This is an optimization exercise on Yosys and OpenROAD, whose aim is small area, not a production implementation.
The RTL was checked by simulation tests, not by an equivalence proof against the original design.
Power is estimated from default activity; no workload was simulated.

== main ==
==> module color_mapper_top, before the edit <==
module color_mapper_top (
	input  logic        pixel_clk,
	input  logic        arst_n,
	input  logic        blank,
	input  logic        start,
	input  logic        over,
	input  logic        play,
	input  logic [9:0]  draw_x,
	input  logic [9:0]  draw_y,
	input  logic [2:0]  tile,
	input  logic [99:0] bullets,
	input  logic [19:0] enemy_bullet,
	input  logic [39:0] enemy,
	input  logic        enemy_alive,
	input  logic [39:0] player,
	input  logic [1:0]  lives,
	output logic [7:0]  red,
	output logic [7:0]  green,
	output logic [7:0]  blue
);
	localparam logic [3:0] C_BLACK  = 4'd0;
	localparam logic [3:0] C_WHITE  = 4'd1;
	localparam logic [3:0] C_RED    = 4'd2;
	localparam logic [3:0] C_ENEMY  = 4'd3;
	localparam logic [3:0] C_PLAYER = 4'd4;
	localparam logic [3:0] C_LIFE   = 4'd5;
	localparam logic [3:0] C_START  = 4'd6;
	localparam logic [3:0] C_BANNER = 4'd7;
	function automatic logic [10:0] nsum(input logic [9:0] a, input logic [9:0] b);
		logic w;
		w = 1'b0;
		for (int i = 0; i < 10; i++) begin
			nsum[i] = ~(a[i] ^ b[i] ^ w);
			w = (~a[i] & b[i]) | (w & ~(a[i] ^ b[i]));
		end
		nsum[10] = w;
	endfunction
	function automatic logic [2:0] near2(input logic [10:0] s);
		logic hi1, hi0;
		hi1 = ~s[10] & (&s[9:2]);    
		hi0 = s[10] & ~(|s[9:2]);    
		near2[2] = hi1 & (s[1:0] == 2'b11);
		near2[1] = (hi1 & (s[1:0] == 2'b10)) | (hi0 & (s[1:0] == 2'b00));
		near2[0] = (hi1 & (s[1:0] == 2'b01)) | (hi0 & (s[1:0] == 2'b01));
	endfunction
	function automatic logic in_circle(input logic [9:0] nx, input logic [9:0] ny, input logic [19:0] p);
		logic [2:0] ax, ay;
		ax = near2(nsum(nx, p[19:10]));
		ay = near2(nsum(ny, p[9:0]));
		in_circle = (ax[2] & (|ay)) | (ax[1] & (ay[2] | ay[1])) | (ax[0] & ay[2]);
	endfunction
	function automatic logic absle(input logic [9:0] na, input logic [9:0] b, input logic [9:0] h);
		logic [10:0] s;
		logic r;
		s = nsum(na, b);
		r = ~s[10];
		for (int i = 0; i < 10; i++) begin
			logic v;
			v = s[i] ^ ~s[10];
			r = (~v & h[i]) | (~v & r) | (h[i] & r);
		end
		absle = r;
	endfunction
	function automatic logic in_box(input logic [9:0] nx, input logic [9:0] ny, input logic [39:0] b);
		in_box = absle(nx, b[39:30], b[19:10]) & absle(ny, b[29:20], b[9:0]);
	endfunction
	logic [9:0] nx, ny;
	logic       hit_pb, hit_eb, hit_en, hit_pl, hit_life, border, banner;
	logic       ly, l1, l2, l3;
	logic [3:0] code_d, code_q1, code_q2, code_q3;
	assign nx = draw_x;
	assign ny = draw_y;
	always_comb begin
		hit_pb = 1'b0;
		for (int i = 0; i < 5; i++) hit_pb = hit_pb | in_circle(nx, ny, bullets[20*i +: 20]);
	end
	assign hit_eb = in_circle(nx, ny, enemy_bullet);
	assign hit_en = enemy_alive & in_box(nx, ny, enemy);
	assign hit_pl = in_box(nx, ny, player);
	assign ly = (draw_y >= 10'd15) && (draw_y <= 10'd25);
	assign l1 = (draw_x >= 10'd15) && (draw_x <= 10'd25) && (lives != 2'd3);
	assign l2 = (draw_x >= 10'd35) && (draw_x <= 10'd45) && !lives[1];
	assign l3 = (draw_x >= 10'd55) && (draw_x <= 10'd65) && (lives == 2'd0);
	assign hit_life = ly & (l1 | l2 | l3);
	assign border = (draw_x <= 10'd10);
	assign banner = (draw_x >= 10'd270) && (draw_x <= 10'd370) && (draw_y >= 10'd150) && (draw_y <= 10'd225);
	always_comb begin
		if (!blank)         code_d = C_BLACK;
		else if (start)     code_d = border ? C_BLACK : C_START;
		else if (over)      code_d = banner ? C_BANNER : C_BLACK;
		else if (play) begin
			if (hit_life)      code_d = C_LIFE;
			else if (hit_pl)   code_d = C_PLAYER;
			else if (hit_en)   code_d = C_ENEMY;
			else if (hit_eb)   code_d = C_RED;
			else if (hit_pb)   code_d = C_WHITE;
			else               code_d = {1'b1, tile};
		end else            code_d = C_BLACK;
	end
	always_ff @(posedge pixel_clk or negedge arst_n) begin
		if (!arst_n) begin
			code_q1 <= C_BLACK;
			code_q2 <= C_BLACK;
			code_q3 <= C_BLACK;
		end else begin
			code_q1 <= code_d;
			code_q2 <= code_q1;
			code_q3 <= code_q2;
		end
	end
	logic [23:0] rgb;
	always_comb begin
		case (code_q3)
			C_WHITE:  rgb = 24'hffffff;
			C_RED:    rgb = 24'hff0000;
			C_ENEMY:  rgb = 24'hd08020;
			C_PLAYER: rgb = 24'h2060ff;
			C_LIFE:   rgb = 24'hffc040;
			C_START:  rgb = 24'h181860;
			C_BANNER: rgb = 24'hc02020;
			4'b1000:  rgb = 24'h4090f0;
			4'b1001:  rgb = 24'h1040c0;
			4'b1010:  rgb = 24'h30a030;
			4'b1011:  rgb = 24'h807060;
			4'b1100:  rgb = 24'h704018;
			4'b1101:  rgb = 24'h207020;
			default:  rgb = 24'h000000;
		endcase
	end
	assign red   = rgb[23:16];
	assign green = rgb[15:8];
	assign blue  = rgb[7:0];
endmodule
Settings: LEC_CHECK=0, ABC_AREA=1, CAP_MARGIN=20, CORE_MARGIN=2, CORE_UTILIZATION=40, PLACE_DENSITY=0.6, SLEW_MARGIN=20; clock period 15.0 ns.
standard.sh (not shown) runs the stock make flow with config.mk's settings and CLKGATE_MAP_FILE= SYNTH_SCRIPT=/design/flow/synth_recipe.tcl, a recipe that flattens the netlist after the stock synthesis.
==> flow/flow/run.sh <==
#!/bin/bash
set -euo pipefail
sed 's/yosys synth -nofsm -noshare {\*}\$args/yosys synth -nofsm -noshare -noabc {*}$args/' synth_recipe.tcl > my_synth.tcl
grep -q -- '-noabc' my_synth.tcl
sed "s#SYNTH_SCRIPT=[^ ]*#SYNTH_SCRIPT=$PWD/my_synth.tcl#" standard.sh > my_standard.sh
grep -q 'my_synth.tcl' my_standard.sh
export BUFFER_PORTS_ARGS="-buffer_cell sky130_fd_sc_hd__buf_1"
bash my_standard.sh > standard.log 2>&1
diff inputs: main => the feature branch
--- a/flow/design.v
+++ b/flow/design.v
@@ -23,20 +23,20 @@
 	localparam logic [3:0] C_RED    = 4'd2;
 	localparam logic [3:0] C_ENEMY  = 4'd3;
 	localparam logic [3:0] C_PLAYER = 4'd4;
 	localparam logic [3:0] C_LIFE   = 4'd5;
 	localparam logic [3:0] C_START  = 4'd6;
 	localparam logic [3:0] C_BANNER = 4'd7;
-	function automatic logic [10:0] nsum(input logic [9:0] a, input logic [9:0] b);
-		logic w;
-		w = 1'b0;
+	function automatic logic [10:0] nsum(input logic [9:0] na, input logic [9:0] b);
+		logic c;
+		c = 1'b0;
 		for (int i = 0; i < 10; i++) begin
-			nsum[i] = ~(a[i] ^ b[i] ^ w);
-			w = (~a[i] & b[i]) | (w & ~(a[i] ^ b[i]));
+			nsum[i] = na[i] ^ b[i] ^ c;
+			c = (na[i] & b[i]) | (c & (na[i] ^ b[i]));
 		end
-		nsum[10] = w;
+		nsum[10] = c;
 	endfunction
 	function automatic logic [2:0] near2(input logic [10:0] s);
 		logic hi1, hi0;
 		hi1 = ~s[10] & (&s[9:2]);    
 		hi0 = s[10] & ~(|s[9:2]);    
 		near2[2] = hi1 & (s[1:0] == 2'b11);
@@ -65,14 +65,14 @@
 		in_box = absle(nx, b[39:30], b[19:10]) & absle(ny, b[29:20], b[9:0]);
 	endfunction
 	logic [9:0] nx, ny;
 	logic       hit_pb, hit_eb, hit_en, hit_pl, hit_life, border, banner;
 	logic       ly, l1, l2, l3;
 	logic [3:0] code_d, code_q1, code_q2, code_q3;
-	assign nx = draw_x;
-	assign ny = draw_y;
+	assign nx = ~draw_x;
+	assign ny = ~draw_y;
 	always_comb begin
 		hit_pb = 1'b0;
 		for (int i = 0; i < 5; i++) hit_pb = hit_pb | in_circle(nx, ny, bullets[20*i +: 20]);
 	end
 	assign hit_eb = in_circle(nx, ny, enemy_bullet);
 	assign hit_en = enemy_alive & in_box(nx, ny, enemy);
## What came out
- For the time the final worst path needs with I/O delays and setup, the feature branch came in 0.067 ns higher than main did.
- Delta(fraction of final layout cells sized beyond drive strength 1, the feature branch - main) > 0
- Per the comparison of the feature branch with main, area added between synthesis and finish saw an increase, final instance area increased 820 um^2, async set-reset flop share out of synthesis barely changed, final worst slack decreased 0.067 ns, power rose about 4%.
- Re max capacitance violation total: no difference whatsoever between the feature branch and main.
- Multi-input combinational cell count up 1.4% in the feature branch wrt main

re-timing with driven ports:
The flow's constraints put no driver on any port. The routed layouts listed below were extracted and timed again, unchanged, in two steps.
Step 1 assumes that a clkbuf_16 drives the clock port and a buf_2 every other input.
Step 2 also shifts input and output timing later by t, the mid clock arrival at the registers, as if the neighbouring blocks saw the same clock.
a / b / c = no drivers / after step 1 / after step 2; a / b = the first two.
| run | shift t [ns] | setup slack, ns | slew at the worst register clock pin (ns) | cell pins on the clock port's net |
|---|---|---|---|---|
| main | 0.267 | 6.187 / 6.192 / 5.926 | 0.04 / 0.04 | 1 |
| the feature branch | 0.263 | 6.120 / 6.105 / 5.843 | 0.04 / 0.04 | 1 |
After both steps setup and hold are still met in every run listed. The setup slack of the feature branch, which loses most, moves by -0.015 ns with the drivers and by -0.277 ns with both steps.
